What follows belongs to an exercise in optimizing a design on an open flow for small area, a short achievable clock period and few clock cycles per item; a production flow would make more cautious choices.
In this exercise RTL edits were held to simulation tests only and were not proved equivalent to the original.
Power is estimated from default activity; no workload was simulated.

--- design/flow/flow/run.sh ---
#!/bin/bash
# The standard layout, except that the input and output ports get a plain
# buf_2 as their buffer instead of the flow's default delay buffer.
set -euo pipefail
export BUFFER_PORTS_ARGS="-buffer_cell sky130_fd_sc_hd__buf_2"
bash standard.sh > standard.log 2>&1
--- design/flow/standard.sh ---
#!/bin/bash
# synth_recipe.tcl (not shown) runs the flow's synth.tcl, then flattens the netlist and writes it again
# the make line also repeats each setting of config.mk as NAME=value (left out here)
make -C /OpenROAD-flow-scripts/flow DESIGN_CONFIG=/design/flow/config.mk WORK_HOME=/design/flow/orfs CLKGATE_MAP_FILE= SYNTH_SCRIPT=/design/flow/synth_recipe.tcl "${@:-finish}"
--- design/flow/config.mk ---
export PLATFORM = sky130hd
export DESIGN_NAME = calc_top
export DESIGN_NICKNAME = calc_top
export VERILOG_FILES = /design/flow/design.v
export SDC_FILE = /design/flow/constraint.sdc
export NUM_CORES = 4
export LEC_CHECK = 0
export CAP_MARGIN = 20
export CORE_MARGIN = 2
export CORE_UTILIZATION = 40
export SETUP_SLACK_MARGIN = 2.2
export SLEW_MARGIN = 20
export SYNTH_HIERARCHICAL = 1
export SYNTH_MINIMUM_KEEP_SIZE = 0
--- design/flow/constraint.sdc ---
create_clock -name core_clock -period 5.0 [get_ports {c_clk}]
set_input_delay 1.0000 -clock core_clock [delete_from_list [all_inputs] [get_ports {c_clk}]]
set_output_delay 1.0000 -clock core_clock [all_outputs]
set_load 0.01 [all_outputs]
--- design/flow/design.v ---
`timescale 1ns/10ps
module unit_dispatch (
	input  wire                    s_a,
	input  wire                    s_b,
	input  wire                    s_c,
	input  wire [32-1:0] a,
	input  wire [32-1:0] nb,
	input  wire [32-1:0] c,
	output wire [32-1:0] y
);
	assign y = ({32{s_a}} & a) | ({32{s_b}} & ~nb) | ({32{s_c}} & c);
endmodule
`timescale 1ns/10ps
module add_sub_unit (
	input  wire [32-1:0] a,
	input  wire [32-1:0] b,
	input  wire                    ci,
	output wire [32-1:0] s,
	output wire                    co
);
	wire [31:0] g0, t0;    
	wire [31:0] g1, t1;    
	wire [31:0] g2, t2;    
	wire [31:0] g3, t3;    
	wire [31:0] g4, t4;    
	wire [31:0] g5, t5;    
	wire [31:0] p;
	genvar i;
	calc_nmaj3 u_g0 (.a(a[0]), .b(b[0]), .c(ci), .y(g0[0]));
	calc_nor2  u_t0 (.a(a[0]), .b(b[0]), .y(t0[0]));
	calc_xor2  u_p0 (.a(a[0]), .b(b[0]), .y(p[0]));
	generate
		for (i = 1; i < 32; i = i + 1) begin : g_bit
			calc_nand2 u_g (.a(a[i]), .b(b[i]), .y(g0[i]));
			calc_nor2  u_t (.a(a[i]), .b(b[i]), .y(t0[i]));
			calc_xor2  u_p (.a(a[i]), .b(b[i]), .y(p[i]));
		end
	endgenerate
	calc_inv   u_g1_0 (.a(g0[0]), .y(g1[0]));
	assign t1[0] = 1'b0;
	calc_oai21 u_g1_1 (.a1(t0[1]), .a2(g0[0]), .b(g0[1]), .y(g1[1]));
	assign t1[1] = 1'b0;
	calc_oai21 u_g1_2 (.a1(t0[2]), .a2(g0[1]), .b(g0[2]), .y(g1[2]));
	calc_nor2  u_t1_2 (.a(t0[2]), .b(t0[1]), .y(t1[2]));
	calc_oai21 u_g1_3 (.a1(t0[3]), .a2(g0[2]), .b(g0[3]), .y(g1[3]));
	calc_nor2  u_t1_3 (.a(t0[3]), .b(t0[2]), .y(t1[3]));
	calc_oai21 u_g1_4 (.a1(t0[4]), .a2(g0[3]), .b(g0[4]), .y(g1[4]));
	calc_nor2  u_t1_4 (.a(t0[4]), .b(t0[3]), .y(t1[4]));
	calc_oai21 u_g1_5 (.a1(t0[5]), .a2(g0[4]), .b(g0[5]), .y(g1[5]));
	calc_nor2  u_t1_5 (.a(t0[5]), .b(t0[4]), .y(t1[5]));
	calc_oai21 u_g1_6 (.a1(t0[6]), .a2(g0[5]), .b(g0[6]), .y(g1[6]));
	calc_nor2  u_t1_6 (.a(t0[6]), .b(t0[5]), .y(t1[6]));
	calc_oai21 u_g1_7 (.a1(t0[7]), .a2(g0[6]), .b(g0[7]), .y(g1[7]));
	calc_nor2  u_t1_7 (.a(t0[7]), .b(t0[6]), .y(t1[7]));
	calc_oai21 u_g1_8 (.a1(t0[8]), .a2(g0[7]), .b(g0[8]), .y(g1[8]));
	calc_nor2  u_t1_8 (.a(t0[8]), .b(t0[7]), .y(t1[8]));
	calc_oai21 u_g1_9 (.a1(t0[9]), .a2(g0[8]), .b(g0[9]), .y(g1[9]));
	calc_nor2  u_t1_9 (.a(t0[9]), .b(t0[8]), .y(t1[9]));
	calc_oai21 u_g1_10 (.a1(t0[10]), .a2(g0[9]), .b(g0[10]), .y(g1[10]));
	calc_nor2  u_t1_10 (.a(t0[10]), .b(t0[9]), .y(t1[10]));
	calc_oai21 u_g1_11 (.a1(t0[11]), .a2(g0[10]), .b(g0[11]), .y(g1[11]));
	calc_nor2  u_t1_11 (.a(t0[11]), .b(t0[10]), .y(t1[11]));
	calc_oai21 u_g1_12 (.a1(t0[12]), .a2(g0[11]), .b(g0[12]), .y(g1[12]));
	calc_nor2  u_t1_12 (.a(t0[12]), .b(t0[11]), .y(t1[12]));
	calc_oai21 u_g1_13 (.a1(t0[13]), .a2(g0[12]), .b(g0[13]), .y(g1[13]));
	calc_nor2  u_t1_13 (.a(t0[13]), .b(t0[12]), .y(t1[13]));
	calc_oai21 u_g1_14 (.a1(t0[14]), .a2(g0[13]), .b(g0[14]), .y(g1[14]));
	calc_nor2  u_t1_14 (.a(t0[14]), .b(t0[13]), .y(t1[14]));
	calc_oai21 u_g1_15 (.a1(t0[15]), .a2(g0[14]), .b(g0[15]), .y(g1[15]));
	calc_nor2  u_t1_15 (.a(t0[15]), .b(t0[14]), .y(t1[15]));
	calc_oai21 u_g1_16 (.a1(t0[16]), .a2(g0[15]), .b(g0[16]), .y(g1[16]));
	calc_nor2  u_t1_16 (.a(t0[16]), .b(t0[15]), .y(t1[16]));
	calc_oai21 u_g1_17 (.a1(t0[17]), .a2(g0[16]), .b(g0[17]), .y(g1[17]));
	calc_nor2  u_t1_17 (.a(t0[17]), .b(t0[16]), .y(t1[17]));
	calc_oai21 u_g1_18 (.a1(t0[18]), .a2(g0[17]), .b(g0[18]), .y(g1[18]));
	calc_nor2  u_t1_18 (.a(t0[18]), .b(t0[17]), .y(t1[18]));
	calc_oai21 u_g1_19 (.a1(t0[19]), .a2(g0[18]), .b(g0[19]), .y(g1[19]));
	calc_nor2  u_t1_19 (.a(t0[19]), .b(t0[18]), .y(t1[19]));
	calc_oai21 u_g1_20 (.a1(t0[20]), .a2(g0[19]), .b(g0[20]), .y(g1[20]));
	calc_nor2  u_t1_20 (.a(t0[20]), .b(t0[19]), .y(t1[20]));
	calc_oai21 u_g1_21 (.a1(t0[21]), .a2(g0[20]), .b(g0[21]), .y(g1[21]));
	calc_nor2  u_t1_21 (.a(t0[21]), .b(t0[20]), .y(t1[21]));
	calc_oai21 u_g1_22 (.a1(t0[22]), .a2(g0[21]), .b(g0[22]), .y(g1[22]));
	calc_nor2  u_t1_22 (.a(t0[22]), .b(t0[21]), .y(t1[22]));
	calc_oai21 u_g1_23 (.a1(t0[23]), .a2(g0[22]), .b(g0[23]), .y(g1[23]));
	calc_nor2  u_t1_23 (.a(t0[23]), .b(t0[22]), .y(t1[23]));
	calc_oai21 u_g1_24 (.a1(t0[24]), .a2(g0[23]), .b(g0[24]), .y(g1[24]));
	calc_nor2  u_t1_24 (.a(t0[24]), .b(t0[23]), .y(t1[24]));
	calc_oai21 u_g1_25 (.a1(t0[25]), .a2(g0[24]), .b(g0[25]), .y(g1[25]));
	calc_nor2  u_t1_25 (.a(t0[25]), .b(t0[24]), .y(t1[25]));
	calc_oai21 u_g1_26 (.a1(t0[26]), .a2(g0[25]), .b(g0[26]), .y(g1[26]));
	calc_nor2  u_t1_26 (.a(t0[26]), .b(t0[25]), .y(t1[26]));
	calc_oai21 u_g1_27 (.a1(t0[27]), .a2(g0[26]), .b(g0[27]), .y(g1[27]));
	calc_nor2  u_t1_27 (.a(t0[27]), .b(t0[26]), .y(t1[27]));
	calc_oai21 u_g1_28 (.a1(t0[28]), .a2(g0[27]), .b(g0[28]), .y(g1[28]));
	calc_nor2  u_t1_28 (.a(t0[28]), .b(t0[27]), .y(t1[28]));
	calc_oai21 u_g1_29 (.a1(t0[29]), .a2(g0[28]), .b(g0[29]), .y(g1[29]));
	calc_nor2  u_t1_29 (.a(t0[29]), .b(t0[28]), .y(t1[29]));
	calc_oai21 u_g1_30 (.a1(t0[30]), .a2(g0[29]), .b(g0[30]), .y(g1[30]));
	calc_nor2  u_t1_30 (.a(t0[30]), .b(t0[29]), .y(t1[30]));
	calc_oai21 u_g1_31 (.a1(t0[31]), .a2(g0[30]), .b(g0[31]), .y(g1[31]));
	calc_nor2  u_t1_31 (.a(t0[31]), .b(t0[30]), .y(t1[31]));
	calc_inv   u_g2_0 (.a(g1[0]), .y(g2[0]));
	assign t2[0] = 1'b1;
	calc_inv   u_g2_1 (.a(g1[1]), .y(g2[1]));
	assign t2[1] = 1'b1;
	calc_aoi21 u_g2_2 (.a1(t1[2]), .a2(g1[0]), .b(g1[2]), .y(g2[2]));
	assign t2[2] = 1'b1;
	calc_aoi21 u_g2_3 (.a1(t1[3]), .a2(g1[1]), .b(g1[3]), .y(g2[3]));
	assign t2[3] = 1'b1;
	calc_aoi21 u_g2_4 (.a1(t1[4]), .a2(g1[2]), .b(g1[4]), .y(g2[4]));
	calc_nand2 u_t2_4 (.a(t1[4]), .b(t1[2]), .y(t2[4]));
	calc_aoi21 u_g2_5 (.a1(t1[5]), .a2(g1[3]), .b(g1[5]), .y(g2[5]));
	calc_nand2 u_t2_5 (.a(t1[5]), .b(t1[3]), .y(t2[5]));
	calc_aoi21 u_g2_6 (.a1(t1[6]), .a2(g1[4]), .b(g1[6]), .y(g2[6]));
	calc_nand2 u_t2_6 (.a(t1[6]), .b(t1[4]), .y(t2[6]));
	calc_aoi21 u_g2_7 (.a1(t1[7]), .a2(g1[5]), .b(g1[7]), .y(g2[7]));
	calc_nand2 u_t2_7 (.a(t1[7]), .b(t1[5]), .y(t2[7]));
	calc_aoi21 u_g2_8 (.a1(t1[8]), .a2(g1[6]), .b(g1[8]), .y(g2[8]));
	calc_nand2 u_t2_8 (.a(t1[8]), .b(t1[6]), .y(t2[8]));
	calc_aoi21 u_g2_9 (.a1(t1[9]), .a2(g1[7]), .b(g1[9]), .y(g2[9]));
	calc_nand2 u_t2_9 (.a(t1[9]), .b(t1[7]), .y(t2[9]));
	calc_aoi21 u_g2_10 (.a1(t1[10]), .a2(g1[8]), .b(g1[10]), .y(g2[10]));
	calc_nand2 u_t2_10 (.a(t1[10]), .b(t1[8]), .y(t2[10]));
	calc_aoi21 u_g2_11 (.a1(t1[11]), .a2(g1[9]), .b(g1[11]), .y(g2[11]));
	calc_nand2 u_t2_11 (.a(t1[11]), .b(t1[9]), .y(t2[11]));
	calc_aoi21 u_g2_12 (.a1(t1[12]), .a2(g1[10]), .b(g1[12]), .y(g2[12]));
	calc_nand2 u_t2_12 (.a(t1[12]), .b(t1[10]), .y(t2[12]));
	calc_aoi21 u_g2_13 (.a1(t1[13]), .a2(g1[11]), .b(g1[13]), .y(g2[13]));
	calc_nand2 u_t2_13 (.a(t1[13]), .b(t1[11]), .y(t2[13]));
	calc_aoi21 u_g2_14 (.a1(t1[14]), .a2(g1[12]), .b(g1[14]), .y(g2[14]));
	calc_nand2 u_t2_14 (.a(t1[14]), .b(t1[12]), .y(t2[14]));
	calc_aoi21 u_g2_15 (.a1(t1[15]), .a2(g1[13]), .b(g1[15]), .y(g2[15]));
	calc_nand2 u_t2_15 (.a(t1[15]), .b(t1[13]), .y(t2[15]));
	calc_aoi21 u_g2_16 (.a1(t1[16]), .a2(g1[14]), .b(g1[16]), .y(g2[16]));
	calc_nand2 u_t2_16 (.a(t1[16]), .b(t1[14]), .y(t2[16]));
	calc_aoi21 u_g2_17 (.a1(t1[17]), .a2(g1[15]), .b(g1[17]), .y(g2[17]));
	calc_nand2 u_t2_17 (.a(t1[17]), .b(t1[15]), .y(t2[17]));
	calc_aoi21 u_g2_18 (.a1(t1[18]), .a2(g1[16]), .b(g1[18]), .y(g2[18]));
	calc_nand2 u_t2_18 (.a(t1[18]), .b(t1[16]), .y(t2[18]));
	calc_aoi21 u_g2_19 (.a1(t1[19]), .a2(g1[17]), .b(g1[19]), .y(g2[19]));
	calc_nand2 u_t2_19 (.a(t1[19]), .b(t1[17]), .y(t2[19]));
	calc_aoi21 u_g2_20 (.a1(t1[20]), .a2(g1[18]), .b(g1[20]), .y(g2[20]));
	calc_nand2 u_t2_20 (.a(t1[20]), .b(t1[18]), .y(t2[20]));
	calc_aoi21 u_g2_21 (.a1(t1[21]), .a2(g1[19]), .b(g1[21]), .y(g2[21]));
	calc_nand2 u_t2_21 (.a(t1[21]), .b(t1[19]), .y(t2[21]));
	calc_aoi21 u_g2_22 (.a1(t1[22]), .a2(g1[20]), .b(g1[22]), .y(g2[22]));
	calc_nand2 u_t2_22 (.a(t1[22]), .b(t1[20]), .y(t2[22]));
	calc_aoi21 u_g2_23 (.a1(t1[23]), .a2(g1[21]), .b(g1[23]), .y(g2[23]));
	calc_nand2 u_t2_23 (.a(t1[23]), .b(t1[21]), .y(t2[23]));
	calc_aoi21 u_g2_24 (.a1(t1[24]), .a2(g1[22]), .b(g1[24]), .y(g2[24]));
	calc_nand2 u_t2_24 (.a(t1[24]), .b(t1[22]), .y(t2[24]));
	calc_aoi21 u_g2_25 (.a1(t1[25]), .a2(g1[23]), .b(g1[25]), .y(g2[25]));
	calc_nand2 u_t2_25 (.a(t1[25]), .b(t1[23]), .y(t2[25]));
	calc_aoi21 u_g2_26 (.a1(t1[26]), .a2(g1[24]), .b(g1[26]), .y(g2[26]));
	calc_nand2 u_t2_26 (.a(t1[26]), .b(t1[24]), .y(t2[26]));
	calc_aoi21 u_g2_27 (.a1(t1[27]), .a2(g1[25]), .b(g1[27]), .y(g2[27]));
	calc_nand2 u_t2_27 (.a(t1[27]), .b(t1[25]), .y(t2[27]));
	calc_aoi21 u_g2_28 (.a1(t1[28]), .a2(g1[26]), .b(g1[28]), .y(g2[28]));
	calc_nand2 u_t2_28 (.a(t1[28]), .b(t1[26]), .y(t2[28]));
	calc_aoi21 u_g2_29 (.a1(t1[29]), .a2(g1[27]), .b(g1[29]), .y(g2[29]));
	calc_nand2 u_t2_29 (.a(t1[29]), .b(t1[27]), .y(t2[29]));
	calc_aoi21 u_g2_30 (.a1(t1[30]), .a2(g1[28]), .b(g1[30]), .y(g2[30]));
	calc_nand2 u_t2_30 (.a(t1[30]), .b(t1[28]), .y(t2[30]));
	calc_aoi21 u_g2_31 (.a1(t1[31]), .a2(g1[29]), .b(g1[31]), .y(g2[31]));
	calc_nand2 u_t2_31 (.a(t1[31]), .b(t1[29]), .y(t2[31]));
	calc_inv   u_g3_0 (.a(g2[0]), .y(g3[0]));
	assign t3[0] = 1'b0;
	calc_inv   u_g3_1 (.a(g2[1]), .y(g3[1]));
	assign t3[1] = 1'b0;
	calc_inv   u_g3_2 (.a(g2[2]), .y(g3[2]));
	assign t3[2] = 1'b0;
	calc_inv   u_g3_3 (.a(g2[3]), .y(g3[3]));
	assign t3[3] = 1'b0;
	calc_oai21 u_g3_4 (.a1(t2[4]), .a2(g2[0]), .b(g2[4]), .y(g3[4]));
	assign t3[4] = 1'b0;
	calc_oai21 u_g3_5 (.a1(t2[5]), .a2(g2[1]), .b(g2[5]), .y(g3[5]));
	assign t3[5] = 1'b0;
	calc_oai21 u_g3_6 (.a1(t2[6]), .a2(g2[2]), .b(g2[6]), .y(g3[6]));
	assign t3[6] = 1'b0;
	calc_oai21 u_g3_7 (.a1(t2[7]), .a2(g2[3]), .b(g2[7]), .y(g3[7]));
	assign t3[7] = 1'b0;
	calc_oai21 u_g3_8 (.a1(t2[8]), .a2(g2[4]), .b(g2[8]), .y(g3[8]));
	calc_nor2  u_t3_8 (.a(t2[8]), .b(t2[4]), .y(t3[8]));
	calc_oai21 u_g3_9 (.a1(t2[9]), .a2(g2[5]), .b(g2[9]), .y(g3[9]));
	calc_nor2  u_t3_9 (.a(t2[9]), .b(t2[5]), .y(t3[9]));
	calc_oai21 u_g3_10 (.a1(t2[10]), .a2(g2[6]), .b(g2[10]), .y(g3[10]));
	calc_nor2  u_t3_10 (.a(t2[10]), .b(t2[6]), .y(t3[10]));
	calc_oai21 u_g3_11 (.a1(t2[11]), .a2(g2[7]), .b(g2[11]), .y(g3[11]));
	calc_nor2  u_t3_11 (.a(t2[11]), .b(t2[7]), .y(t3[11]));
	calc_oai21 u_g3_12 (.a1(t2[12]), .a2(g2[8]), .b(g2[12]), .y(g3[12]));
	calc_nor2  u_t3_12 (.a(t2[12]), .b(t2[8]), .y(t3[12]));
	calc_oai21 u_g3_13 (.a1(t2[13]), .a2(g2[9]), .b(g2[13]), .y(g3[13]));
	calc_nor2  u_t3_13 (.a(t2[13]), .b(t2[9]), .y(t3[13]));
	calc_oai21 u_g3_14 (.a1(t2[14]), .a2(g2[10]), .b(g2[14]), .y(g3[14]));
	calc_nor2  u_t3_14 (.a(t2[14]), .b(t2[10]), .y(t3[14]));
	calc_oai21 u_g3_15 (.a1(t2[15]), .a2(g2[11]), .b(g2[15]), .y(g3[15]));
	calc_nor2  u_t3_15 (.a(t2[15]), .b(t2[11]), .y(t3[15]));
	calc_oai21 u_g3_16 (.a1(t2[16]), .a2(g2[12]), .b(g2[16]), .y(g3[16]));
	calc_nor2  u_t3_16 (.a(t2[16]), .b(t2[12]), .y(t3[16]));
	calc_oai21 u_g3_17 (.a1(t2[17]), .a2(g2[13]), .b(g2[17]), .y(g3[17]));
	calc_nor2  u_t3_17 (.a(t2[17]), .b(t2[13]), .y(t3[17]));
	calc_oai21 u_g3_18 (.a1(t2[18]), .a2(g2[14]), .b(g2[18]), .y(g3[18]));
	calc_nor2  u_t3_18 (.a(t2[18]), .b(t2[14]), .y(t3[18]));
	calc_oai21 u_g3_19 (.a1(t2[19]), .a2(g2[15]), .b(g2[19]), .y(g3[19]));
	calc_nor2  u_t3_19 (.a(t2[19]), .b(t2[15]), .y(t3[19]));
	calc_oai21 u_g3_20 (.a1(t2[20]), .a2(g2[16]), .b(g2[20]), .y(g3[20]));
	calc_nor2  u_t3_20 (.a(t2[20]), .b(t2[16]), .y(t3[20]));
	calc_oai21 u_g3_21 (.a1(t2[21]), .a2(g2[17]), .b(g2[21]), .y(g3[21]));
	calc_nor2  u_t3_21 (.a(t2[21]), .b(t2[17]), .y(t3[21]));
	calc_oai21 u_g3_22 (.a1(t2[22]), .a2(g2[18]), .b(g2[22]), .y(g3[22]));
	calc_nor2  u_t3_22 (.a(t2[22]), .b(t2[18]), .y(t3[22]));
	calc_oai21 u_g3_23 (.a1(t2[23]), .a2(g2[19]), .b(g2[23]), .y(g3[23]));
	calc_nor2  u_t3_23 (.a(t2[23]), .b(t2[19]), .y(t3[23]));
	calc_oai21 u_g3_24 (.a1(t2[24]), .a2(g2[20]), .b(g2[24]), .y(g3[24]));
	calc_nor2  u_t3_24 (.a(t2[24]), .b(t2[20]), .y(t3[24]));
	calc_oai21 u_g3_25 (.a1(t2[25]), .a2(g2[21]), .b(g2[25]), .y(g3[25]));
	calc_nor2  u_t3_25 (.a(t2[25]), .b(t2[21]), .y(t3[25]));
	calc_oai21 u_g3_26 (.a1(t2[26]), .a2(g2[22]), .b(g2[26]), .y(g3[26]));
	calc_nor2  u_t3_26 (.a(t2[26]), .b(t2[22]), .y(t3[26]));
	calc_oai21 u_g3_27 (.a1(t2[27]), .a2(g2[23]), .b(g2[27]), .y(g3[27]));
	calc_nor2  u_t3_27 (.a(t2[27]), .b(t2[23]), .y(t3[27]));
	calc_oai21 u_g3_28 (.a1(t2[28]), .a2(g2[24]), .b(g2[28]), .y(g3[28]));
	calc_nor2  u_t3_28 (.a(t2[28]), .b(t2[24]), .y(t3[28]));
	calc_oai21 u_g3_29 (.a1(t2[29]), .a2(g2[25]), .b(g2[29]), .y(g3[29]));
	calc_nor2  u_t3_29 (.a(t2[29]), .b(t2[25]), .y(t3[29]));
	calc_oai21 u_g3_30 (.a1(t2[30]), .a2(g2[26]), .b(g2[30]), .y(g3[30]));
	calc_nor2  u_t3_30 (.a(t2[30]), .b(t2[26]), .y(t3[30]));
	calc_oai21 u_g3_31 (.a1(t2[31]), .a2(g2[27]), .b(g2[31]), .y(g3[31]));
	calc_nor2  u_t3_31 (.a(t2[31]), .b(t2[27]), .y(t3[31]));
	calc_inv   u_g4_0 (.a(g3[0]), .y(g4[0]));
	assign t4[0] = 1'b1;
	calc_inv   u_g4_1 (.a(g3[1]), .y(g4[1]));
	assign t4[1] = 1'b1;
	calc_inv   u_g4_2 (.a(g3[2]), .y(g4[2]));
	assign t4[2] = 1'b1;
	calc_inv   u_g4_3 (.a(g3[3]), .y(g4[3]));
	assign t4[3] = 1'b1;
	calc_inv   u_g4_4 (.a(g3[4]), .y(g4[4]));
	assign t4[4] = 1'b1;
	calc_inv   u_g4_5 (.a(g3[5]), .y(g4[5]));
	assign t4[5] = 1'b1;
	calc_inv   u_g4_6 (.a(g3[6]), .y(g4[6]));
	assign t4[6] = 1'b1;
	calc_inv   u_g4_7 (.a(g3[7]), .y(g4[7]));
	assign t4[7] = 1'b1;
	calc_aoi21 u_g4_8 (.a1(t3[8]), .a2(g3[0]), .b(g3[8]), .y(g4[8]));
	assign t4[8] = 1'b1;
	calc_aoi21 u_g4_9 (.a1(t3[9]), .a2(g3[1]), .b(g3[9]), .y(g4[9]));
	assign t4[9] = 1'b1;
	calc_aoi21 u_g4_10 (.a1(t3[10]), .a2(g3[2]), .b(g3[10]), .y(g4[10]));
	assign t4[10] = 1'b1;
	calc_aoi21 u_g4_11 (.a1(t3[11]), .a2(g3[3]), .b(g3[11]), .y(g4[11]));
	assign t4[11] = 1'b1;
	calc_aoi21 u_g4_12 (.a1(t3[12]), .a2(g3[4]), .b(g3[12]), .y(g4[12]));
	assign t4[12] = 1'b1;
	calc_aoi21 u_g4_13 (.a1(t3[13]), .a2(g3[5]), .b(g3[13]), .y(g4[13]));
	assign t4[13] = 1'b1;
	calc_aoi21 u_g4_14 (.a1(t3[14]), .a2(g3[6]), .b(g3[14]), .y(g4[14]));
	assign t4[14] = 1'b1;
	calc_aoi21 u_g4_15 (.a1(t3[15]), .a2(g3[7]), .b(g3[15]), .y(g4[15]));
	assign t4[15] = 1'b1;
	calc_aoi21 u_g4_16 (.a1(t3[16]), .a2(g3[8]), .b(g3[16]), .y(g4[16]));
	calc_nand2 u_t4_16 (.a(t3[16]), .b(t3[8]), .y(t4[16]));
	calc_aoi21 u_g4_17 (.a1(t3[17]), .a2(g3[9]), .b(g3[17]), .y(g4[17]));
	calc_nand2 u_t4_17 (.a(t3[17]), .b(t3[9]), .y(t4[17]));
	calc_aoi21 u_g4_18 (.a1(t3[18]), .a2(g3[10]), .b(g3[18]), .y(g4[18]));
	calc_nand2 u_t4_18 (.a(t3[18]), .b(t3[10]), .y(t4[18]));
	calc_aoi21 u_g4_19 (.a1(t3[19]), .a2(g3[11]), .b(g3[19]), .y(g4[19]));
	calc_nand2 u_t4_19 (.a(t3[19]), .b(t3[11]), .y(t4[19]));
	calc_aoi21 u_g4_20 (.a1(t3[20]), .a2(g3[12]), .b(g3[20]), .y(g4[20]));
	calc_nand2 u_t4_20 (.a(t3[20]), .b(t3[12]), .y(t4[20]));
	calc_aoi21 u_g4_21 (.a1(t3[21]), .a2(g3[13]), .b(g3[21]), .y(g4[21]));
	calc_nand2 u_t4_21 (.a(t3[21]), .b(t3[13]), .y(t4[21]));
	calc_aoi21 u_g4_22 (.a1(t3[22]), .a2(g3[14]), .b(g3[22]), .y(g4[22]));
	calc_nand2 u_t4_22 (.a(t3[22]), .b(t3[14]), .y(t4[22]));
	calc_aoi21 u_g4_23 (.a1(t3[23]), .a2(g3[15]), .b(g3[23]), .y(g4[23]));
	calc_nand2 u_t4_23 (.a(t3[23]), .b(t3[15]), .y(t4[23]));
	calc_aoi21 u_g4_24 (.a1(t3[24]), .a2(g3[16]), .b(g3[24]), .y(g4[24]));
	calc_nand2 u_t4_24 (.a(t3[24]), .b(t3[16]), .y(t4[24]));
	calc_aoi21 u_g4_25 (.a1(t3[25]), .a2(g3[17]), .b(g3[25]), .y(g4[25]));
	calc_nand2 u_t4_25 (.a(t3[25]), .b(t3[17]), .y(t4[25]));
	calc_aoi21 u_g4_26 (.a1(t3[26]), .a2(g3[18]), .b(g3[26]), .y(g4[26]));
	calc_nand2 u_t4_26 (.a(t3[26]), .b(t3[18]), .y(t4[26]));
	calc_aoi21 u_g4_27 (.a1(t3[27]), .a2(g3[19]), .b(g3[27]), .y(g4[27]));
	calc_nand2 u_t4_27 (.a(t3[27]), .b(t3[19]), .y(t4[27]));
	calc_aoi21 u_g4_28 (.a1(t3[28]), .a2(g3[20]), .b(g3[28]), .y(g4[28]));
	calc_nand2 u_t4_28 (.a(t3[28]), .b(t3[20]), .y(t4[28]));
	calc_aoi21 u_g4_29 (.a1(t3[29]), .a2(g3[21]), .b(g3[29]), .y(g4[29]));
	calc_nand2 u_t4_29 (.a(t3[29]), .b(t3[21]), .y(t4[29]));
	calc_aoi21 u_g4_30 (.a1(t3[30]), .a2(g3[22]), .b(g3[30]), .y(g4[30]));
	calc_nand2 u_t4_30 (.a(t3[30]), .b(t3[22]), .y(t4[30]));
	calc_aoi21 u_g4_31 (.a1(t3[31]), .a2(g3[23]), .b(g3[31]), .y(g4[31]));
	calc_nand2 u_t4_31 (.a(t3[31]), .b(t3[23]), .y(t4[31]));
	calc_inv   u_g5_0 (.a(g4[0]), .y(g5[0]));
	assign t5[0] = 1'b0;
	calc_inv   u_g5_1 (.a(g4[1]), .y(g5[1]));
	assign t5[1] = 1'b0;
	calc_inv   u_g5_2 (.a(g4[2]), .y(g5[2]));
	assign t5[2] = 1'b0;
	calc_inv   u_g5_3 (.a(g4[3]), .y(g5[3]));
	assign t5[3] = 1'b0;
	calc_inv   u_g5_4 (.a(g4[4]), .y(g5[4]));
	assign t5[4] = 1'b0;
	calc_inv   u_g5_5 (.a(g4[5]), .y(g5[5]));
	assign t5[5] = 1'b0;
	calc_inv   u_g5_6 (.a(g4[6]), .y(g5[6]));
	assign t5[6] = 1'b0;
	calc_inv   u_g5_7 (.a(g4[7]), .y(g5[7]));
	assign t5[7] = 1'b0;
	calc_inv   u_g5_8 (.a(g4[8]), .y(g5[8]));
	assign t5[8] = 1'b0;
	calc_inv   u_g5_9 (.a(g4[9]), .y(g5[9]));
	assign t5[9] = 1'b0;
	calc_inv   u_g5_10 (.a(g4[10]), .y(g5[10]));
	assign t5[10] = 1'b0;
	calc_inv   u_g5_11 (.a(g4[11]), .y(g5[11]));
	assign t5[11] = 1'b0;
	calc_inv   u_g5_12 (.a(g4[12]), .y(g5[12]));
	assign t5[12] = 1'b0;
	calc_inv   u_g5_13 (.a(g4[13]), .y(g5[13]));
	assign t5[13] = 1'b0;
	calc_inv   u_g5_14 (.a(g4[14]), .y(g5[14]));
	assign t5[14] = 1'b0;
	calc_inv   u_g5_15 (.a(g4[15]), .y(g5[15]));
	assign t5[15] = 1'b0;
	calc_oai21 u_g5_16 (.a1(t4[16]), .a2(g4[0]), .b(g4[16]), .y(g5[16]));
	assign t5[16] = 1'b0;
	calc_oai21 u_g5_17 (.a1(t4[17]), .a2(g4[1]), .b(g4[17]), .y(g5[17]));
	assign t5[17] = 1'b0;
	calc_oai21 u_g5_18 (.a1(t4[18]), .a2(g4[2]), .b(g4[18]), .y(g5[18]));
	assign t5[18] = 1'b0;
	calc_oai21 u_g5_19 (.a1(t4[19]), .a2(g4[3]), .b(g4[19]), .y(g5[19]));
	assign t5[19] = 1'b0;
	calc_oai21 u_g5_20 (.a1(t4[20]), .a2(g4[4]), .b(g4[20]), .y(g5[20]));
	assign t5[20] = 1'b0;
	calc_oai21 u_g5_21 (.a1(t4[21]), .a2(g4[5]), .b(g4[21]), .y(g5[21]));
	assign t5[21] = 1'b0;
	calc_oai21 u_g5_22 (.a1(t4[22]), .a2(g4[6]), .b(g4[22]), .y(g5[22]));
	assign t5[22] = 1'b0;
	calc_oai21 u_g5_23 (.a1(t4[23]), .a2(g4[7]), .b(g4[23]), .y(g5[23]));
	assign t5[23] = 1'b0;
	calc_oai21 u_g5_24 (.a1(t4[24]), .a2(g4[8]), .b(g4[24]), .y(g5[24]));
	assign t5[24] = 1'b0;
	calc_oai21 u_g5_25 (.a1(t4[25]), .a2(g4[9]), .b(g4[25]), .y(g5[25]));
	assign t5[25] = 1'b0;
	calc_oai21 u_g5_26 (.a1(t4[26]), .a2(g4[10]), .b(g4[26]), .y(g5[26]));
	assign t5[26] = 1'b0;
	calc_oai21 u_g5_27 (.a1(t4[27]), .a2(g4[11]), .b(g4[27]), .y(g5[27]));
	assign t5[27] = 1'b0;
	calc_oai21 u_g5_28 (.a1(t4[28]), .a2(g4[12]), .b(g4[28]), .y(g5[28]));
	assign t5[28] = 1'b0;
	calc_oai21 u_g5_29 (.a1(t4[29]), .a2(g4[13]), .b(g4[29]), .y(g5[29]));
	assign t5[29] = 1'b0;
	calc_oai21 u_g5_30 (.a1(t4[30]), .a2(g4[14]), .b(g4[30]), .y(g5[30]));
	assign t5[30] = 1'b0;
	calc_oai21 u_g5_31 (.a1(t4[31]), .a2(g4[15]), .b(g4[31]), .y(g5[31]));
	assign t5[31] = 1'b0;
	calc_xor2 u_s0 (.a(p[0]), .b(ci), .y(s[0]));
	generate
		for (i = 1; i < 32; i = i + 1) begin : g_sum
			calc_xor2 u_s (.a(p[i]), .b(g5[i-1]), .y(s[i]));
		end
	endgenerate
	assign co = g5[31];
endmodule
module calc_inv (input wire a, output wire y);
	assign y = ~a;
endmodule
module calc_nand2 (input wire a, input wire b, output wire y);
	assign y = ~(a & b);
endmodule
module calc_nmaj3 (input wire a, input wire b, input wire c, output wire y);
	assign y = ~((a & b) | (a & c) | (b & c));
endmodule
module calc_nor2 (input wire a, input wire b, output wire y);
	assign y = ~(a | b);
endmodule
module calc_xor2 (input wire a, input wire b, output wire y);
	assign y = a ^ b;
endmodule
module calc_aoi21 (input wire a1, input wire a2, input wire b, output wire y);
	assign y = ~((a1 & a2) | b);
endmodule
module calc_oai21 (input wire a1, input wire a2, input wire b, output wire y);
	assign y = ~((a1 | a2) & b);
endmodule
`timescale 1ns/10ps
module shift_unit (
	input  wire [32-1:0]  a,
	input  wire [5-1:0] n,
	output wire [32-1:0]  ny
);
	wire [31:0] x0;    
	wire [31:0] x1;    
	wire [31:0] x2;    
	wire [31:0] x3;    
	wire [31:0] x4;    
	wire [31:0] x5;    
	assign x0 = a;
	calc_orn   u_m0_0 (.s(n[0]), .a(x0[0]), .y(x1[0]));
	calc_mux2i u_m0_1 (.a(x0[1]), .b(x0[0]), .s(n[0]), .y(x1[1]));
	calc_mux2i u_m0_2 (.a(x0[2]), .b(x0[1]), .s(n[0]), .y(x1[2]));
	calc_mux2i u_m0_3 (.a(x0[3]), .b(x0[2]), .s(n[0]), .y(x1[3]));
	calc_mux2i u_m0_4 (.a(x0[4]), .b(x0[3]), .s(n[0]), .y(x1[4]));
	calc_mux2i u_m0_5 (.a(x0[5]), .b(x0[4]), .s(n[0]), .y(x1[5]));
	calc_mux2i u_m0_6 (.a(x0[6]), .b(x0[5]), .s(n[0]), .y(x1[6]));
	calc_mux2i u_m0_7 (.a(x0[7]), .b(x0[6]), .s(n[0]), .y(x1[7]));
	calc_mux2i u_m0_8 (.a(x0[8]), .b(x0[7]), .s(n[0]), .y(x1[8]));
	calc_mux2i u_m0_9 (.a(x0[9]), .b(x0[8]), .s(n[0]), .y(x1[9]));
	calc_mux2i u_m0_10 (.a(x0[10]), .b(x0[9]), .s(n[0]), .y(x1[10]));
	calc_mux2i u_m0_11 (.a(x0[11]), .b(x0[10]), .s(n[0]), .y(x1[11]));
	calc_mux2i u_m0_12 (.a(x0[12]), .b(x0[11]), .s(n[0]), .y(x1[12]));
	calc_mux2i u_m0_13 (.a(x0[13]), .b(x0[12]), .s(n[0]), .y(x1[13]));
	calc_mux2i u_m0_14 (.a(x0[14]), .b(x0[13]), .s(n[0]), .y(x1[14]));
	calc_mux2i u_m0_15 (.a(x0[15]), .b(x0[14]), .s(n[0]), .y(x1[15]));
	calc_mux2i u_m0_16 (.a(x0[16]), .b(x0[15]), .s(n[0]), .y(x1[16]));
	calc_mux2i u_m0_17 (.a(x0[17]), .b(x0[16]), .s(n[0]), .y(x1[17]));
	calc_mux2i u_m0_18 (.a(x0[18]), .b(x0[17]), .s(n[0]), .y(x1[18]));
	calc_mux2i u_m0_19 (.a(x0[19]), .b(x0[18]), .s(n[0]), .y(x1[19]));
	calc_mux2i u_m0_20 (.a(x0[20]), .b(x0[19]), .s(n[0]), .y(x1[20]));
	calc_mux2i u_m0_21 (.a(x0[21]), .b(x0[20]), .s(n[0]), .y(x1[21]));
	calc_mux2i u_m0_22 (.a(x0[22]), .b(x0[21]), .s(n[0]), .y(x1[22]));
	calc_mux2i u_m0_23 (.a(x0[23]), .b(x0[22]), .s(n[0]), .y(x1[23]));
	calc_mux2i u_m0_24 (.a(x0[24]), .b(x0[23]), .s(n[0]), .y(x1[24]));
	calc_mux2i u_m0_25 (.a(x0[25]), .b(x0[24]), .s(n[0]), .y(x1[25]));
	calc_mux2i u_m0_26 (.a(x0[26]), .b(x0[25]), .s(n[0]), .y(x1[26]));
	calc_mux2i u_m0_27 (.a(x0[27]), .b(x0[26]), .s(n[0]), .y(x1[27]));
	calc_mux2i u_m0_28 (.a(x0[28]), .b(x0[27]), .s(n[0]), .y(x1[28]));
	calc_mux2i u_m0_29 (.a(x0[29]), .b(x0[28]), .s(n[0]), .y(x1[29]));
	calc_mux2i u_m0_30 (.a(x0[30]), .b(x0[29]), .s(n[0]), .y(x1[30]));
	calc_mux2i u_m0_31 (.a(x0[31]), .b(x0[30]), .s(n[0]), .y(x1[31]));
	calc_nor2  u_m1_0 (.a(n[1]), .b(x1[0]), .y(x2[0]));
	calc_nor2  u_m1_1 (.a(n[1]), .b(x1[1]), .y(x2[1]));
	calc_mux2i u_m1_2 (.a(x1[2]), .b(x1[0]), .s(n[1]), .y(x2[2]));
	calc_mux2i u_m1_3 (.a(x1[3]), .b(x1[1]), .s(n[1]), .y(x2[3]));
	calc_mux2i u_m1_4 (.a(x1[4]), .b(x1[2]), .s(n[1]), .y(x2[4]));
	calc_mux2i u_m1_5 (.a(x1[5]), .b(x1[3]), .s(n[1]), .y(x2[5]));
	calc_mux2i u_m1_6 (.a(x1[6]), .b(x1[4]), .s(n[1]), .y(x2[6]));
	calc_mux2i u_m1_7 (.a(x1[7]), .b(x1[5]), .s(n[1]), .y(x2[7]));
	calc_mux2i u_m1_8 (.a(x1[8]), .b(x1[6]), .s(n[1]), .y(x2[8]));
	calc_mux2i u_m1_9 (.a(x1[9]), .b(x1[7]), .s(n[1]), .y(x2[9]));
	calc_mux2i u_m1_10 (.a(x1[10]), .b(x1[8]), .s(n[1]), .y(x2[10]));
	calc_mux2i u_m1_11 (.a(x1[11]), .b(x1[9]), .s(n[1]), .y(x2[11]));
	calc_mux2i u_m1_12 (.a(x1[12]), .b(x1[10]), .s(n[1]), .y(x2[12]));
	calc_mux2i u_m1_13 (.a(x1[13]), .b(x1[11]), .s(n[1]), .y(x2[13]));
	calc_mux2i u_m1_14 (.a(x1[14]), .b(x1[12]), .s(n[1]), .y(x2[14]));
	calc_mux2i u_m1_15 (.a(x1[15]), .b(x1[13]), .s(n[1]), .y(x2[15]));
	calc_mux2i u_m1_16 (.a(x1[16]), .b(x1[14]), .s(n[1]), .y(x2[16]));
	calc_mux2i u_m1_17 (.a(x1[17]), .b(x1[15]), .s(n[1]), .y(x2[17]));
	calc_mux2i u_m1_18 (.a(x1[18]), .b(x1[16]), .s(n[1]), .y(x2[18]));
	calc_mux2i u_m1_19 (.a(x1[19]), .b(x1[17]), .s(n[1]), .y(x2[19]));
	calc_mux2i u_m1_20 (.a(x1[20]), .b(x1[18]), .s(n[1]), .y(x2[20]));
	calc_mux2i u_m1_21 (.a(x1[21]), .b(x1[19]), .s(n[1]), .y(x2[21]));
	calc_mux2i u_m1_22 (.a(x1[22]), .b(x1[20]), .s(n[1]), .y(x2[22]));
	calc_mux2i u_m1_23 (.a(x1[23]), .b(x1[21]), .s(n[1]), .y(x2[23]));
	calc_mux2i u_m1_24 (.a(x1[24]), .b(x1[22]), .s(n[1]), .y(x2[24]));
	calc_mux2i u_m1_25 (.a(x1[25]), .b(x1[23]), .s(n[1]), .y(x2[25]));
	calc_mux2i u_m1_26 (.a(x1[26]), .b(x1[24]), .s(n[1]), .y(x2[26]));
	calc_mux2i u_m1_27 (.a(x1[27]), .b(x1[25]), .s(n[1]), .y(x2[27]));
	calc_mux2i u_m1_28 (.a(x1[28]), .b(x1[26]), .s(n[1]), .y(x2[28]));
	calc_mux2i u_m1_29 (.a(x1[29]), .b(x1[27]), .s(n[1]), .y(x2[29]));
	calc_mux2i u_m1_30 (.a(x1[30]), .b(x1[28]), .s(n[1]), .y(x2[30]));
	calc_mux2i u_m1_31 (.a(x1[31]), .b(x1[29]), .s(n[1]), .y(x2[31]));
	calc_orn   u_m2_0 (.s(n[2]), .a(x2[0]), .y(x3[0]));
	calc_orn   u_m2_1 (.s(n[2]), .a(x2[1]), .y(x3[1]));
	calc_orn   u_m2_2 (.s(n[2]), .a(x2[2]), .y(x3[2]));
	calc_orn   u_m2_3 (.s(n[2]), .a(x2[3]), .y(x3[3]));
	calc_mux2i u_m2_4 (.a(x2[4]), .b(x2[0]), .s(n[2]), .y(x3[4]));
	calc_mux2i u_m2_5 (.a(x2[5]), .b(x2[1]), .s(n[2]), .y(x3[5]));
	calc_mux2i u_m2_6 (.a(x2[6]), .b(x2[2]), .s(n[2]), .y(x3[6]));
	calc_mux2i u_m2_7 (.a(x2[7]), .b(x2[3]), .s(n[2]), .y(x3[7]));
	calc_mux2i u_m2_8 (.a(x2[8]), .b(x2[4]), .s(n[2]), .y(x3[8]));
	calc_mux2i u_m2_9 (.a(x2[9]), .b(x2[5]), .s(n[2]), .y(x3[9]));
	calc_mux2i u_m2_10 (.a(x2[10]), .b(x2[6]), .s(n[2]), .y(x3[10]));
	calc_mux2i u_m2_11 (.a(x2[11]), .b(x2[7]), .s(n[2]), .y(x3[11]));
	calc_mux2i u_m2_12 (.a(x2[12]), .b(x2[8]), .s(n[2]), .y(x3[12]));
	calc_mux2i u_m2_13 (.a(x2[13]), .b(x2[9]), .s(n[2]), .y(x3[13]));
	calc_mux2i u_m2_14 (.a(x2[14]), .b(x2[10]), .s(n[2]), .y(x3[14]));
	calc_mux2i u_m2_15 (.a(x2[15]), .b(x2[11]), .s(n[2]), .y(x3[15]));
	calc_mux2i u_m2_16 (.a(x2[16]), .b(x2[12]), .s(n[2]), .y(x3[16]));
	calc_mux2i u_m2_17 (.a(x2[17]), .b(x2[13]), .s(n[2]), .y(x3[17]));
	calc_mux2i u_m2_18 (.a(x2[18]), .b(x2[14]), .s(n[2]), .y(x3[18]));
	calc_mux2i u_m2_19 (.a(x2[19]), .b(x2[15]), .s(n[2]), .y(x3[19]));
	calc_mux2i u_m2_20 (.a(x2[20]), .b(x2[16]), .s(n[2]), .y(x3[20]));
	calc_mux2i u_m2_21 (.a(x2[21]), .b(x2[17]), .s(n[2]), .y(x3[21]));
	calc_mux2i u_m2_22 (.a(x2[22]), .b(x2[18]), .s(n[2]), .y(x3[22]));
	calc_mux2i u_m2_23 (.a(x2[23]), .b(x2[19]), .s(n[2]), .y(x3[23]));
	calc_mux2i u_m2_24 (.a(x2[24]), .b(x2[20]), .s(n[2]), .y(x3[24]));
	calc_mux2i u_m2_25 (.a(x2[25]), .b(x2[21]), .s(n[2]), .y(x3[25]));
	calc_mux2i u_m2_26 (.a(x2[26]), .b(x2[22]), .s(n[2]), .y(x3[26]));
	calc_mux2i u_m2_27 (.a(x2[27]), .b(x2[23]), .s(n[2]), .y(x3[27]));
	calc_mux2i u_m2_28 (.a(x2[28]), .b(x2[24]), .s(n[2]), .y(x3[28]));
	calc_mux2i u_m2_29 (.a(x2[29]), .b(x2[25]), .s(n[2]), .y(x3[29]));
	calc_mux2i u_m2_30 (.a(x2[30]), .b(x2[26]), .s(n[2]), .y(x3[30]));
	calc_mux2i u_m2_31 (.a(x2[31]), .b(x2[27]), .s(n[2]), .y(x3[31]));
	calc_nor2  u_m3_0 (.a(n[3]), .b(x3[0]), .y(x4[0]));
	calc_nor2  u_m3_1 (.a(n[3]), .b(x3[1]), .y(x4[1]));
	calc_nor2  u_m3_2 (.a(n[3]), .b(x3[2]), .y(x4[2]));
	calc_nor2  u_m3_3 (.a(n[3]), .b(x3[3]), .y(x4[3]));
	calc_nor2  u_m3_4 (.a(n[3]), .b(x3[4]), .y(x4[4]));
	calc_nor2  u_m3_5 (.a(n[3]), .b(x3[5]), .y(x4[5]));
	calc_nor2  u_m3_6 (.a(n[3]), .b(x3[6]), .y(x4[6]));
	calc_nor2  u_m3_7 (.a(n[3]), .b(x3[7]), .y(x4[7]));
	calc_mux2i u_m3_8 (.a(x3[8]), .b(x3[0]), .s(n[3]), .y(x4[8]));
	calc_mux2i u_m3_9 (.a(x3[9]), .b(x3[1]), .s(n[3]), .y(x4[9]));
	calc_mux2i u_m3_10 (.a(x3[10]), .b(x3[2]), .s(n[3]), .y(x4[10]));
	calc_mux2i u_m3_11 (.a(x3[11]), .b(x3[3]), .s(n[3]), .y(x4[11]));
	calc_mux2i u_m3_12 (.a(x3[12]), .b(x3[4]), .s(n[3]), .y(x4[12]));
	calc_mux2i u_m3_13 (.a(x3[13]), .b(x3[5]), .s(n[3]), .y(x4[13]));
	calc_mux2i u_m3_14 (.a(x3[14]), .b(x3[6]), .s(n[3]), .y(x4[14]));
	calc_mux2i u_m3_15 (.a(x3[15]), .b(x3[7]), .s(n[3]), .y(x4[15]));
	calc_mux2i u_m3_16 (.a(x3[16]), .b(x3[8]), .s(n[3]), .y(x4[16]));
	calc_mux2i u_m3_17 (.a(x3[17]), .b(x3[9]), .s(n[3]), .y(x4[17]));
	calc_mux2i u_m3_18 (.a(x3[18]), .b(x3[10]), .s(n[3]), .y(x4[18]));
	calc_mux2i u_m3_19 (.a(x3[19]), .b(x3[11]), .s(n[3]), .y(x4[19]));
	calc_mux2i u_m3_20 (.a(x3[20]), .b(x3[12]), .s(n[3]), .y(x4[20]));
	calc_mux2i u_m3_21 (.a(x3[21]), .b(x3[13]), .s(n[3]), .y(x4[21]));
	calc_mux2i u_m3_22 (.a(x3[22]), .b(x3[14]), .s(n[3]), .y(x4[22]));
	calc_mux2i u_m3_23 (.a(x3[23]), .b(x3[15]), .s(n[3]), .y(x4[23]));
	calc_mux2i u_m3_24 (.a(x3[24]), .b(x3[16]), .s(n[3]), .y(x4[24]));
	calc_mux2i u_m3_25 (.a(x3[25]), .b(x3[17]), .s(n[3]), .y(x4[25]));
	calc_mux2i u_m3_26 (.a(x3[26]), .b(x3[18]), .s(n[3]), .y(x4[26]));
	calc_mux2i u_m3_27 (.a(x3[27]), .b(x3[19]), .s(n[3]), .y(x4[27]));
	calc_mux2i u_m3_28 (.a(x3[28]), .b(x3[20]), .s(n[3]), .y(x4[28]));
	calc_mux2i u_m3_29 (.a(x3[29]), .b(x3[21]), .s(n[3]), .y(x4[29]));
	calc_mux2i u_m3_30 (.a(x3[30]), .b(x3[22]), .s(n[3]), .y(x4[30]));
	calc_mux2i u_m3_31 (.a(x3[31]), .b(x3[23]), .s(n[3]), .y(x4[31]));
	calc_orn   u_m4_0 (.s(n[4]), .a(x4[0]), .y(x5[0]));
	calc_orn   u_m4_1 (.s(n[4]), .a(x4[1]), .y(x5[1]));
	calc_orn   u_m4_2 (.s(n[4]), .a(x4[2]), .y(x5[2]));
	calc_orn   u_m4_3 (.s(n[4]), .a(x4[3]), .y(x5[3]));
	calc_orn   u_m4_4 (.s(n[4]), .a(x4[4]), .y(x5[4]));
	calc_orn   u_m4_5 (.s(n[4]), .a(x4[5]), .y(x5[5]));
	calc_orn   u_m4_6 (.s(n[4]), .a(x4[6]), .y(x5[6]));
	calc_orn   u_m4_7 (.s(n[4]), .a(x4[7]), .y(x5[7]));
	calc_orn   u_m4_8 (.s(n[4]), .a(x4[8]), .y(x5[8]));
	calc_orn   u_m4_9 (.s(n[4]), .a(x4[9]), .y(x5[9]));
	calc_orn   u_m4_10 (.s(n[4]), .a(x4[10]), .y(x5[10]));
	calc_orn   u_m4_11 (.s(n[4]), .a(x4[11]), .y(x5[11]));
	calc_orn   u_m4_12 (.s(n[4]), .a(x4[12]), .y(x5[12]));
	calc_orn   u_m4_13 (.s(n[4]), .a(x4[13]), .y(x5[13]));
	calc_orn   u_m4_14 (.s(n[4]), .a(x4[14]), .y(x5[14]));
	calc_orn   u_m4_15 (.s(n[4]), .a(x4[15]), .y(x5[15]));
	calc_mux2i u_m4_16 (.a(x4[16]), .b(x4[0]), .s(n[4]), .y(x5[16]));
	calc_mux2i u_m4_17 (.a(x4[17]), .b(x4[1]), .s(n[4]), .y(x5[17]));
	calc_mux2i u_m4_18 (.a(x4[18]), .b(x4[2]), .s(n[4]), .y(x5[18]));
	calc_mux2i u_m4_19 (.a(x4[19]), .b(x4[3]), .s(n[4]), .y(x5[19]));
	calc_mux2i u_m4_20 (.a(x4[20]), .b(x4[4]), .s(n[4]), .y(x5[20]));
	calc_mux2i u_m4_21 (.a(x4[21]), .b(x4[5]), .s(n[4]), .y(x5[21]));
	calc_mux2i u_m4_22 (.a(x4[22]), .b(x4[6]), .s(n[4]), .y(x5[22]));
	calc_mux2i u_m4_23 (.a(x4[23]), .b(x4[7]), .s(n[4]), .y(x5[23]));
	calc_mux2i u_m4_24 (.a(x4[24]), .b(x4[8]), .s(n[4]), .y(x5[24]));
	calc_mux2i u_m4_25 (.a(x4[25]), .b(x4[9]), .s(n[4]), .y(x5[25]));
	calc_mux2i u_m4_26 (.a(x4[26]), .b(x4[10]), .s(n[4]), .y(x5[26]));
	calc_mux2i u_m4_27 (.a(x4[27]), .b(x4[11]), .s(n[4]), .y(x5[27]));
	calc_mux2i u_m4_28 (.a(x4[28]), .b(x4[12]), .s(n[4]), .y(x5[28]));
	calc_mux2i u_m4_29 (.a(x4[29]), .b(x4[13]), .s(n[4]), .y(x5[29]));
	calc_mux2i u_m4_30 (.a(x4[30]), .b(x4[14]), .s(n[4]), .y(x5[30]));
	calc_mux2i u_m4_31 (.a(x4[31]), .b(x4[15]), .s(n[4]), .y(x5[31]));
	assign ny = x5;
endmodule
module calc_mux2i (input wire a, input wire b, input wire s, output wire y);
	assign y = ~(s ? b : a);
endmodule
module calc_orn (input wire s, input wire a, output wire y);
	assign y = s | ~a;
endmodule
`timescale 1ns/10ps
module calc_top (
	input  wire                                c_clk,
	input  wire                                rst_n,
	input  wire [4*4-1:0]  in_cmd,
	input  wire [4*32-1:0] in_data,
	output wire [4*2-1:0] out_resp,
	output wire [4*32-1:0] out_data
);
	localparam integer W = 32;
	function automatic [W-1:0] bitrev(input [W-1:0] x);
		integer k;
		for (k = 0; k < W; k = k + 1) bitrev[k] = x[W-1-k];
	endfunction
	genvar i;
	generate
		for (i = 0; i < 4; i = i + 1) begin : g_port
			wire [4-1:0] cmd = in_cmd[i*4 +: 4];
			wire [W-1:0]           din = in_data[i*W +: W];
			reg              op2;      
			reg              k_sub;    
			reg              k_add;    
			reg              k_sh;     
			reg              k_shr;    
			reg  [2-1:0] resp;    
			reg              sel_n;    
			reg              sel_r;    
			reg  [W-1:0]     r;        
			wire [W-1:0]  sum;
			wire          cout;
			add_sub_unit u_add (.a(r), .b(din ^ {W{k_sub}}), .ci(k_sub), .s(sum), .co(cout));
			wire          err = cout ^ k_sub;    
			wire [W-1:0]  nshl;    
			shift_unit u_shift (.a(r), .n(din[5-1:0]), .ny(nshl));
			wire          start = !op2 && (cmd != 4'd0);
			wire [W-1:0]  cap = (cmd == 4'd6) ? bitrev(din) : din;
			wire [W-1:0]  r_nxt;
			unit_dispatch u_mux (.s_a(!op2), .s_b(op2 && k_sh), .s_c(op2 && !k_sh),
				.a(cap), .nb(nshl), .c(sum), .y(r_nxt));
			always @(posedge c_clk or negedge rst_n) begin
				if (!rst_n) begin
					op2   <= 1'b0;
					resp  <= 2'd0;
					sel_n <= 1'b0;
					sel_r <= 1'b0;
				end else begin
					op2   <= start;
					sel_n <= op2 && ((k_add && !err) || (k_sh && !k_shr));
					sel_r <= op2 && k_shr;
					if (!op2)
						resp <= 2'd0;
					else if (k_add)
						resp <= err ? 2'd2 : 2'd1;
					else if (k_sh)
						resp <= 2'd1;
					else
						resp <= 2'd3;
				end
			end
			always @(posedge c_clk) begin
				k_sub <= (cmd == 4'd2);
				k_add <= (cmd == 4'd1) || (cmd == 4'd2);
				k_sh  <= (cmd == 4'd5) || (cmd == 4'd6);
				k_shr <= (cmd == 4'd6);
				r     <= r_nxt;
			end
			assign out_resp[i*2 +: 2] = resp;
			assign out_data[i*W +: W] = ({W{sel_n}} & r) | ({W{sel_r}} & bitrev(r));
		end
	endgenerate
endmodule
==> notes.md <==
-- cell families (layout without fill, tap and decap cells) --
logic type | after synthesis | after routing | synth area share (%)
multiplexers | 644 | 644 | 28.5
buffers and inverters | 232 | 513 | 4.95
AO/OA/AOI/OAI | 916 | 916 | 25.3
XOR/XNOR | 392 | 392 | 13.9
other | 0 | 2 | 0
flip-flops | 164 | 164 | 13.7
AND/OR/NAND/NOR | 812 | 812 | 13.6
-- metal layers --
layer | share of wire, % | routed length [um] | up-vias
met5 | 0 | 0 | -
met4 | 3.2 | 3070 | 0
met3 | 6.7 | 6500 | 180
met2 | 45 | 44100 | 1045
met1 | 45 | 43500 | 11800
li1 | - | - | 11800
-- cell type report --
type / count / area [um^2] / area share, %
flip-flops and latches: 164 / 3420 / 12.2
clock buffers: 20 / 478 / 1.71
clock inverters: 12 / 140 / 0.502
multi-input cells: 2764 / 20400 / 73.1
diodes: 2 / 5.00 / 0.0179
inverters: 140 / 526 / 1.88
well taps: 790 / 988 / 3.54
repair buffers: 341 / 1960 / 7.02
-- where the power goes --
group          internal, mW  switching (mW)  leakage [nW]
sequential             1.89            1.84          1.45
combinational          3.83            6.78          11.3
clock                 0.799           0.662         0.297
total                  6.51            9.29          13.1
-- placed cells by master (no fill, tap or decap), types with 3 or more instances in the layout --
| master | synthesis | routed |
|---|---|---|
| a21o_1 | 4 | 4 |
| a21oi_1 | 4 | 4 |
| a21oi_2 | 216 | 216 |
| a22o_1 | 128 | 128 |
| a22oi_1 | 124 | 123 |
| and2_1 | 4 | 4 |
| and4bb_4 | 0 | 3 |
| buf_12 | 12 | 3 |
| buf_2 | 24 | 280 |
| buf_4 | 0 | 52 |
| clkbuf_16 | 0 | 18 |
| clkinvlp_4 | 0 | 3 |
| dfrtp_1 | 20 | 12 |
| dfrtp_2 | 0 | 5 |
| dfrtp_4 | 0 | 3 |
| dfxtp_1 | 144 | 140 |
| dfxtp_4 | 0 | 4 |
| inv_1 | 140 | 140 |
| inv_6 | 0 | 3 |
| mux2_2 | 12 | 12 |
| mux2_4 | 116 | 116 |
| mux2i_1 | 516 | 516 |
| nand2_1 | 312 | 312 |
| nand2b_1 | 88 | 88 |
| nor2_1 | 388 | 352 |
| nor2_2 | 0 | 35 |
| nor3_1 | 4 | 4 |
| nor3b_1 | 4 | 4 |
| nor4_1 | 4 | 4 |
| nor4b_1 | 4 | 4 |
| o211a_1 | 4 | 4 |
| o211ai_1 | 4 | 4 |
| o21ai_0 | 116 | 116 |
| o21ai_1 | 312 | 299 |
| o21ai_2 | 0 | 13 |
| o32ai_1 | 4 | 4 |
| xnor2_1 | 4 | 4 |
| xor2_1 | 388 | 366 |
| xor2_2 | 0 | 22 |
-- through the flow --
step,cells,area (um^2)
after floorplan,3160,24700
after global placement,4173,26700
after detailed placement,4173,26700
after CTS,4213,27400
after global routing,4231,27900
final,4233,27900
-- modules after synthesis, one instance, submodules excluded, a selection --
module         cell area [um^2]  flip-flops and latches  times used
calc_inv                   3.75                       0         124
calc_oai21                 5.00                       0         300
calc_nor2                  3.75                       0         380
unit_dispatch               468                       0           4
calc_mux2i                 10.0                       0         516
calc_top                   8420                     164           1
calc_nmaj3                 12.5                       0           4
-- flip-flops by register name, indices dropped and copies added, names as in the netlist --
signal	flops
g_port.resp	8
g_port.r	128
g_port.k_sh	4
g_port.k_shr	4
g_port.sel_n	4
g_port.k_add	4
g_port.k_sub	4
g_port.sel_r	4
g_port.op2	4
-- worst max-delay path by stage --
| stage | from | endpoint | slack (ps) | cells after the start |
|---|---|---|---|---|
| floorplan | in_data[0] | g_port[0].sel_n | 2510 | 10 |
| global placement | in_data[99] | g_port[3].r[31] | 1450 | 11 |
| detailed placement | in_data[99] | g_port[3].r[31] | 1430 | 11 |
| CTS | g_port[0].k_sub | g_port[0].r[22] | 2190 | 11 |
| global route | g_port[3].k_sub | g_port[3].r[19] | 2110 | 11 |
| finish | in_data[72] | g_port[2].r[27] | 2220 | 11 |
-- worst max-delay path: stages --
cell and delay [ps]:
buf_2 110, xor2_1 360, nor2_1 160, nor2_1 270
nand2_1 180, nor2_1 270, a21oi_2 120, o21ai_1 210
xor2_1 310, a22oi_1 110, o21ai_0 100
-- repair_timing --
item / in CTS / in global routing
pin swaps: 0 / 2
buffers inserted: 8 / 18
hold buffers: 0 / 0
cloned: 0 / 0
setup endpoints to repair: 246 / 79
resized for setup: 14 / 75
==> flow_metrics.env <==
export IMPL_status="no timing/DRC/antenna violations"
export IMPL_cts_sink_count=164
export IMPL_busiest_layer="met2"
export IMPL_num_vias=24800
export IMPL_slew_headroom_pct=26.5
export IMPL_hold_class="reg2reg"
export IMPL_final_layout_size_suffix_gt1_share_pct=23.4
export IMPL_final_util_pct=45.5
export IMPL_synth_seq_cells=164
export IMPL_holdPathEnd="g_port[3].sel_n"
export IMPL_grt_max_degree=36
export IMPL_setup_tns_ps=0
export IMPL_fin_crit_sh_pct=55.6
export IMPL_cts_buffers=17
export IMPL_use_met2_pct=47.4
export IMPL_io_buffers=281
export IMPL_timing_rr_end="g_port[2].r[22]"
export IMPL_cts_tree="built"
export IMPL_yosys_warnings=7
export IMPL_hold_viol_final=0
export IMPL_drcViolationCount=0
export IMPL_dieArea_um2=63700
export IMPL_dieHeight_um=252
export IMPL_first_global_vias=23100
export IMPL_syn_instance_count=3160
export IMPL_wirelength_mm=97.2
export IMPL_start_kind="input port"
export IMPL_crit_arrival_ps=3200
export IMPL_cts_clk_slew_worst_paths_ps=70
export IMPL_yosysMostFrequentCell="mux2i_1"
export IMPL_ios=282
export IMPL_num_fill_cells=6296
export IMPL_layout_min_cycle_time_ps=2780
export IMPL_fin_skew_ps=21.8
export IMPL_met1_usage_pct=40.1
export IMPL_reg2reg_from="g_port[2].k_sub"
export IMPL_post_place_ws_ps=1430
export IMPL_holdPathStages=1
export IMPL_tightest_slew_ps=1100
export IMPL_synth_area_leaders="mux2i_1 21%, xor2_1 14%, dfxtp_1 12%"
export IMPL_final_max_slew_violation_count=0
export IMPL_synth_seq_area_share_pct=13.7
export IMPL_power_per_cell_area_nw_per_um2=566
export IMPL_setup_worst_path_end_class="flop"
export IMPL_r2r_slack_ps=2220
export IMPL_final_nets=3574
export IMPL_dr_pass1_iters=9
export IMPL_grt_usage_pct=29.3
export IMPL_grtUsageMet3_pct=3.98
export IMPL_htreeDepth=4
export IMPL_ys_types=32
export IMPL_rows=91
export IMPL_vias_per_cell=5.87
export IMPL_synth_nets=3306
export IMPL_antenna_found_initial=2
export IMPL_power_leakage_nw=13.1
export IMPL_async_flop_share_pct=12.2
export IMPL_reg2reg_depth=11
export IMPL_insertion_delay_ps=510
export IMPL_overflow=0
export IMPL_clk_path_buf_depth=2
export IMPL_design_core_area_um2=61400
export IMPL_drv_cap=0
export IMPL_synth_top_area_cell="mux2i_1"
export IMPL_wl_per_cell_um=23.0
export IMPL_ctsRootBufferMaster="clkbuf_16"
export IMPL_power_mw=15.8
export IMPL_worstHoldStart="g_port[3].k_shr"
export IMPL_place_congestion=1.05
export IMPL_path_class="in2reg"
export IMPL_required_ps=5420
export IMPL_timing_fmax_ghz=0.360
export IMPL_grt_first_pass_wirelength_mm=143
export IMPL_synth_edff_count=0
export IMPL_setup_viol=0
export IMPL_holdWs_ps=428
export IMPL_syn_avg_cell_area_um2=7.81
export IMPL_timing_final_ws_setup_ps=2220
export IMPL_fp_dieW_um=252
export IMPL_synth_top_cell_area_share_pct=20.9
export IMPL_first_iter_violations=2580
export IMPL_syn_to_final_growth_pct=13.1
export IMPL_dp_hpwl_mm=76.5
export IMPL_synth_ff_type="dfxtp_1"
export IMPL_initial_core_util_pct=40.2
export IMPL_syn_cell_area_um2=24700
export IMPL_ant_nets=0
export IMPL_synth_common_cells="516 x mux2i_1, 388 x nor2_1, 388 x xor2_1"
export IMPL_critPathMaxFanout=3
export IMPL_ir_drop_v=0.000253
export IMPL_rsz0062_at_grt="yes"
Testbench counts, summed over its fixed seeds: cycles 3,208, items 6,400.

port drivers added, routing unchanged:
The flow's constraints put no driver on any port. The routed layout listed below was extracted and timed again, unchanged, in two steps.
Step 1 sets driving cells, clkbuf_16 on the clock port and buf_2 on the other inputs (assumed; they add their load-dependent delay and slew).
Step 2 moves the port delays by t, midway between the first and last clock arrival at a register: inputs arrive t later, outputs are due t later. That takes back most of the time a late clock gives input paths.
Three values: no drivers, after step 1, after step 2; two values: the first two.
shift t [ns]: 0.544
setup slack, ns: 2.218 / 2.222 / 1.702
worst setup path at the end: input to register
cell pins on the clock port's net: 1
After both steps setup and hold are still met in this run. The setup slack of this run moves by +0.004 ns with the drivers and by -0.516 ns with both steps.
